This design comes from an exercise in tuning for small area on the open sky130 flow, not from production work. Only simulation tests tie the RTL to the original design; equivalence was not proved. Power and IR drop assume default switching activity.

==> flow/design.v <==
`timescale 1ns/1ps
module fano_decoder_top (
    input  logic       clk,
    input  logic       nlocal_rst,
    input  logic       i_vld,
    input  logic [1:0] i_branch,
    output logic       o_vld,
    output logic       o_dec_sym
);
    localparam int WIN   = 64;            
    localparam int NSRCH = 53;            
    localparam logic [5:0] PTR_MAX = 6'd52;
    localparam logic [10:0] HIST_TAPS = 11'h596;
    localparam logic [3:0] S_INIT = 4'b0000;
    localparam logic [3:0] S_IDLE = 4'b0001;
    localparam logic [3:0] S_FM   = 4'b0010;
    localparam logic [3:0] S_MC1  = 4'b0101;
    localparam logic [3:0] S_MC2  = 4'b0110;
    localparam logic [3:0] S_MC3  = 4'b0111;
    localparam logic [3:0] S_BM0  = 4'b1000;
    localparam logic [3:0] S_BM1  = 4'b1001;
    localparam logic [3:0] S_BM2  = 4'b1010;
    localparam logic [3:0] S_BM3  = 4'b1011;
    logic [3:0]  state_q;
    logic [3:0]  state_d;
    logic [5:0]  ptr_q;
    logic [11:0] fwd_cnt_q;
    logic [NSRCH-1:0][1:0] rx_q;
    logic [WIN-1:0]        dec_q;
    logic [NSRCH-1:0]      worst_q;
    logic [10:0]           hist_q;
    logic                  dec_r;
    logic        bm_ed_q;
    logic        bm_ep_q;
    logic        bm_w_q;
    logic signed [13:0] t_q;
    logic [13:0]        t_run;
    logic signed [15:0] mc_q;
    logic signed [15:0] mp_q;
    logic signed [15:0] ms_c;
    logic clr;
    logic rst;
    logic s_idle, s_mc3, s_fm, s_bm0, s_bm2, s_bm3;
    logic ms_ge_t, mp_ge_t, mp_below_next, at_norm;
    logic fwd_move, back_move, start_fwd, mark_worst, t_up, t_down, norm;
    logic worst_here;
    logic [5:0]  rd_idx;
    logic [NSRCH-1:0] hit_pre;
    logic [1:0]  rd_rx;
    logic        rd_worst;
    logic [5:0]  ptr_m1, ptr_p1, ptr_p2;
    logic        p_at_max;
    logic        h_down;
    logic        h_up;
    assign rst    = !nlocal_rst;
    assign clr    = rst || (state_q == S_INIT);
    assign s_idle = state_q == S_IDLE;
    assign s_mc3  = state_q == S_MC3;
    assign s_fm   = state_q == S_FM;
    assign s_bm0  = state_q == S_BM0;
    assign s_bm2  = state_q == S_BM2;
    assign s_bm3  = state_q == S_BM3;
    assign rd_idx   = s_bm0 ? ptr_q : ptr_m1;
    assign rd_rx    = rx_q[rd_idx];
    assign rd_worst = worst_q[rd_idx];
    assign worst_here = rd_worst;
    logic [10:0] bm_hist;
    logic        bm_start;
    logic        pick;
    logic        mis_d, mis_p;
    logic signed [15:0] bm_val;
    assign bm_start = start_fwd || s_bm0;
    assign bm_hist  = s_bm0 ? {dec_r, hist_q[10:1]} : hist_q[10:0];
    always_ff @(posedge clk) begin
        if (bm_start) begin
            bm_ed_q <= rd_rx[1];
            bm_ep_q <= rd_rx[0] ^ (^(bm_hist & HIST_TAPS));
            bm_w_q  <= s_bm0 ? rd_worst : state_q[3];
        end
    end
    assign pick  = (bm_ed_q & bm_ep_q) ^ bm_w_q;
    assign mis_d = bm_ed_q ^ pick;
    assign mis_p = bm_ep_q ^ pick;
    always_comb begin
        case ({state_q[3], mis_d, mis_p})
            3'b000:  bm_val = 16'sd2;
            3'b011:  bm_val = -16'sd10;
            3'b001:  bm_val = -16'sd4;
            3'b010:  bm_val = -16'sd4;
            3'b100:  bm_val = -16'sd2;
            3'b111:  bm_val = 16'sd10;
            default: bm_val = 16'sd4;
        endcase
    end
    logic signed [15:0] m_sum;
    logic [15:0] add_a;
    logic [3:0]  add_lo;
    logic        hi_en;
    logic [11:0] hi_run;
    assign add_a  = state_q[3] ? mp_q : mc_q;
    assign add_lo = {1'b0, add_a[3:1]} + {1'b0, bm_val[3:1]};
    assign hi_en  = add_lo[3] ^ bm_val[15];
    always_comb begin
        hi_run[0] = hi_en;
        for (int i = 1; i < 12; i++) begin
            hi_run[i] = hi_run[i-1] & (add_a[i+3] ^ bm_val[15]);
        end
    end
    assign m_sum = {add_a[15:4] ^ hi_run, add_lo[2:0], add_a[0]};
    logic signed [13:0] ms_hi;
    logic signed [13:0] mp_hi;
    assign ms_c  = m_sum;
    assign ms_hi = ms_c[15:2];
    assign mp_hi = mp_q[15:2];
    function automatic logic cmp_ge(input logic [13:0] x, input logic [13:0] y, input logic ge_in);
        logic c;
        logic xi, yi;
        c = ge_in;
        for (int i = 0; i < 14; i++) begin
            xi = (i == 13) ? !x[i] : x[i];
            yi = (i == 13) ? y[i] : !y[i];
            c = (xi & yi) | ((xi | yi) & c);
        end
        cmp_ge = c;
    endfunction
    logic mp_cmp;
    assign ms_ge_t       = cmp_ge(ms_hi, t_q, 1'b1);
    assign mp_cmp        = cmp_ge(mp_hi, t_q, !s_fm);
    assign mp_ge_t       = mp_cmp;
    assign mp_below_next = !mp_cmp && !(!t_q[13] && t_run[13]);
    assign at_norm       = t_q == 14'sd64;
    assign fwd_move   = s_mc3 && ms_ge_t;
    assign back_move  = (s_mc3 && !ms_ge_t && mp_ge_t) || (s_bm3 && worst_here && mp_ge_t);
    assign t_down     = (s_mc3 && !ms_ge_t && !mp_ge_t) || (s_bm3 && worst_here && !mp_ge_t);
    assign t_up       = s_fm && mp_below_next;
    assign norm       = s_idle && at_norm;
    assign mark_worst = s_bm3 && !worst_here;
    assign start_fwd  = (s_idle && ptr_q != 6'd0) || mark_worst;
    always_comb begin
        state_d = state_q;
        case (state_q)
            S_INIT: state_d = S_IDLE;
            S_IDLE: if (ptr_q != 6'd0) state_d = S_MC1;
            S_MC1:  state_d = S_MC2;
            S_MC2:  state_d = S_MC3;
            S_MC3:  state_d = ms_ge_t ? S_FM : (mp_ge_t ? S_BM0 : S_IDLE);
            S_FM:   state_d = S_IDLE;
            S_BM0:  state_d = S_BM1;
            S_BM1:  state_d = S_BM2;
            S_BM2:  state_d = S_BM3;
            S_BM3:  state_d = worst_here ? (mp_ge_t ? S_BM0 : S_IDLE) : S_MC1;
            default: state_d = S_INIT;
        endcase
    end
    always_ff @(posedge clk) begin
        if (!nlocal_rst) begin
            state_q <= S_INIT;
        end else begin
            state_q <= state_d;
        end
    end
    assign ptr_m1 = ptr_q - 6'd1;
    assign ptr_p1 = ptr_q + 6'd1;
    assign ptr_p2 = ptr_q + 6'd2;
    always_ff @(posedge clk) begin
        if (clr) begin
            ptr_q <= '0;
        end else if (fwd_move) begin
            ptr_q <= i_vld ? ptr_q : ptr_m1;
        end else if (back_move && i_vld) begin
            ptr_q <= (ptr_q >= PTR_MAX - 6'd1) ? PTR_MAX : ptr_p2;
        end else if (back_move || i_vld) begin
            ptr_q <= p_at_max ? PTR_MAX : ptr_p1;
        end
    end
    logic       cnt_lo_zero;     
    logic       cnt_hi_zero;     
    logic       cnt_is_0, cnt_is_1, cnt_is_max;
    logic       cnt_up_in, cnt_dn_in;
    assign cnt_lo_zero = fwd_cnt_q[10:0] == 11'd0;
    assign cnt_hi_zero = fwd_cnt_q[11:1] == 11'd0;
    assign cnt_is_0    = cnt_hi_zero && !fwd_cnt_q[0];
    assign cnt_is_1    = cnt_hi_zero && fwd_cnt_q[0];
    assign cnt_is_max  = cnt_lo_zero && fwd_cnt_q[11];
    assign cnt_up_in   = fwd_cnt_q[11] ^ fwd_cnt_q[5] ^ fwd_cnt_q[3] ^ fwd_cnt_q[0] ^ cnt_lo_zero;
    assign cnt_dn_in   = fwd_cnt_q[0] ^ fwd_cnt_q[6] ^ fwd_cnt_q[4] ^ fwd_cnt_q[1] ^ cnt_hi_zero;
    always_ff @(posedge clk) begin
        if (rst) begin
            fwd_cnt_q <= '0;
        end else if (fwd_move && !cnt_is_max) begin
            fwd_cnt_q <= {fwd_cnt_q[10:0], cnt_up_in};
        end else if (back_move && !cnt_is_0) begin
            fwd_cnt_q <= {cnt_dn_in, fwd_cnt_q[11:1]};
        end
    end
    always_ff @(posedge clk) begin
        if (i_vld) begin
            rx_q <= {rx_q[NSRCH-2:0], i_branch};
        end
    end
    logic [WIN-1:0]   dec_pre;
    logic [NSRCH-1:0] worst_pre;
    always_comb begin
        for (int s = 0; s < NSRCH; s++) begin
            hit_pre[s] = ptr_q == 6'(s + 1);
        end
        dec_pre = dec_q;
        worst_pre = worst_q;
        for (int s = 0; s < NSRCH; s++) begin
            if (fwd_move && hit_pre[s]) begin
                dec_pre[s] = pick;
            end
            if (start_fwd && hit_pre[s]) begin
                worst_pre[s] = state_q[3];
            end
        end
    end
    always_ff @(posedge clk) begin
        if (rst) begin
            dec_q   <= '0;
            worst_q <= '0;
        end else if (i_vld) begin
            dec_q   <= {dec_pre[WIN-2:0], 1'b0};
            worst_q <= {worst_pre[NSRCH-2:0], 1'b0};
        end else begin
            dec_q   <= dec_pre;
            worst_q <= worst_pre;
        end
    end
    assign p_at_max = ptr_q == PTR_MAX;
    assign h_down   = fwd_move || (p_at_max && i_vld);
    assign h_up     = back_move && !p_at_max && !(ptr_q == PTR_MAX - 6'd1 && i_vld);
    logic [WIN-12:0] dec_above;
    assign dec_above = dec_q[WIN-1:11];
    always_comb begin
        dec_r = 1'b0;
        for (int s = 0; s < NSRCH - 1; s++) begin
            dec_r = dec_r | (hit_pre[s] & dec_q[s+12]);
        end
    end
    always_ff @(posedge clk) begin
        if (rst) begin
            hist_q <= '0;
        end else if (h_down) begin
            hist_q <= {hist_q[9:0], fwd_move ? pick : dec_q[PTR_MAX-1]};
        end else if (h_up) begin
            hist_q <= {dec_r, hist_q[10:1]};
        end
    end
    always_comb begin
        t_run[0] = 1'b1;
        for (int i = 1; i < 14; i++) begin
            t_run[i] = t_run[i-1] & (t_q[i-1] ^ t_down);
        end
    end
    always_ff @(posedge clk) begin
        if (rst) begin
            t_q  <= '0;
            mc_q <= '0;
            mp_q <= 16'sh8000;
        end else begin
            if (t_down || t_up) begin
                t_q <= t_q ^ t_run;
            end else if (norm) begin
                t_q <= 14'sd32;
            end
            if (fwd_move) begin
                mp_q <= mc_q;
                mc_q <= ms_c;
            end else if (back_move) begin
                mc_q <= mp_q;
            end else if (norm) begin
                mp_q <= mp_q >>> 1;
                mc_q <= mc_q >>> 1;
            end else if (s_bm2) begin
                if (cnt_is_0) begin
                    mp_q <= 16'sh8000;
                end else if (cnt_is_1) begin
                    mp_q <= '0;
                end else begin
                    mp_q <= m_sum;
                end
            end
        end
    end
    always_ff @(posedge clk) begin
        if (!nlocal_rst) begin
            o_vld <= 1'b0;
        end else begin
            o_vld <= i_vld;
        end
    end
    always_ff @(posedge clk) begin
        o_dec_sym <= dec_q[WIN-1];
    end
endmodule
export LEC_CHECK = 0
export CAP_MARGIN = 20
export CORE_MARGIN = 2
export CORE_UTILIZATION = 70
export SLEW_MARGIN = 20
create_clock -name core_clock -period 8.0 [get_ports {clk}]
standard.sh (not shown) runs the stock make flow with config.mk's settings and CLKGATE_MAP_FILE= SYNTH_SCRIPT=/design/flow/synth_recipe.tcl, a recipe that flattens the netlist after the stock synthesis.
==> flow/flow/run.sh <==
#!/bin/bash
# Own layout flow: the standard layout (standard.sh, unchanged synthesis
# script and register mapping) with two changes:
#  - the ABC script that maps the synthesised logic to cells
#    (flow/abc_speed.script: ORFS's speed script with delay relaxation and more
#    area-recovery rounds, and without its final buffering and sizing passes,
#    which placement's repair redoes anyway)
#  - clock tree synthesis with clkbuf_4 only, small sink clusters and no dummy
#    loads (flow/cts_args.txt)
# Each step's output goes to its own log in this folder; ORFS keeps its logs
# under orfs/logs.
set -euo pipefail
here=$(pwd)
rm -rf "$here/scripts"
cp -r "$FLOW_HOME/scripts" "$here/scripts"
cp "$here/flow/abc_speed.script" "$here/scripts/abc_speed.script"
cts_args=$(cat "$here/flow/cts_args.txt")
bash "$here/standard.sh" SCRIPTS_DIR="$here/scripts" "CTS_ARGS=$cts_args" finish > "$here/standard_flow.log" 2>&1
==> flow/flow/abc_speed.script <==
&get -n
&st
&dch -f
&nf -R 1000 -F 8
&st
&dc2
&dch -f
&nf -R 1000 -F 8
&st
&dc2
&dch -f
&nf -R 1000 -F 8
&st
&dc2
&dch -f
&nf -R 1000 -F 8
&st
&dc2
&dch -f
&nf -R 1000 -F 8
&put
topo
==> flow/flow/cts_args.txt <==
-sink_clustering_enable -repair_clock_nets -dont_use_dummy_load -buf_list sky130_fd_sc_hd__clkbuf_4 -sink_clustering_size 9 -sink_clustering_max_diameter 40
Next try:
--- a/flow/design.v
+++ b/flow/design.v
@@ -46,5 +46,4 @@
     logic worst_here;
     logic [5:0]  rd_idx;
-    logic [NSRCH-1:0] hit_pre;
     logic [1:0]  rd_rx;
     logic        rd_worst;
@@ -199,9 +198,10 @@
         end
     end
+    logic [NSRCH-1:0] hit_pre;
     logic [WIN-1:0]   dec_pre;
     logic [NSRCH-1:0] worst_pre;
     always_comb begin
         for (int s = 0; s < NSRCH; s++) begin
-            hit_pre[s] = ptr_q == 6'(s + 1);
+            hit_pre[s] = ptr_m1 == 6'(s);
         end
         dec_pre = dec_q;
@@ -233,10 +233,5 @@
     logic [WIN-12:0] dec_above;
     assign dec_above = dec_q[WIN-1:11];
-    always_comb begin
-        dec_r = 1'b0;
-        for (int s = 0; s < NSRCH - 1; s++) begin
-            dec_r = dec_r | (hit_pre[s] & dec_q[s+12]);
-        end
-    end
+    assign dec_r     = dec_above[ptr_q];
     always_ff @(posedge clk) begin
         if (rst) begin
The changed run ran to the end with no violations.
Cell area rose by 1.2%.
Via count fell by 0.80%.
Synthesized area rose by 1.5%.
Setup slack loses 72 ps.
Utilization rose by 0.46 points.
Clock-buffer cell count fell by 2.
Sequential power stays flat.
Fmax fell by 0.95%.

==> what the ideal ports hide <==
How much do the figures lean on ideal ports? The routed layouts below were timed once more, with nothing changed but the port constraints. Step 1, drivers: a clkbuf_16 drives clk and a buf_2 each remaining input, both assumed. Step 2 adds t to the input delays and takes it off the output delays; t is the mean of the earliest and latest rising clock arrival at the registers after step 1. Input paths then give back, and output paths get back, about the clock's delay inside the block. Slacks: ideal / step 1 / step 2; pairs: ideal / step 1.
run | t (ns) | slack for setup (ns) | slew at the worst register clock pin (ns) | worst data-port slew with drivers (ns)
the first run | 0.705 | 0.527 / 0.527 / 0.527 | 0.11 / 0.11 | 0.04
the second run | 0.693 | 0.455 / 0.455 / 0.455 | 0.10 / 0.10 | 0.04
After both steps setup and hold are still met in every run listed.
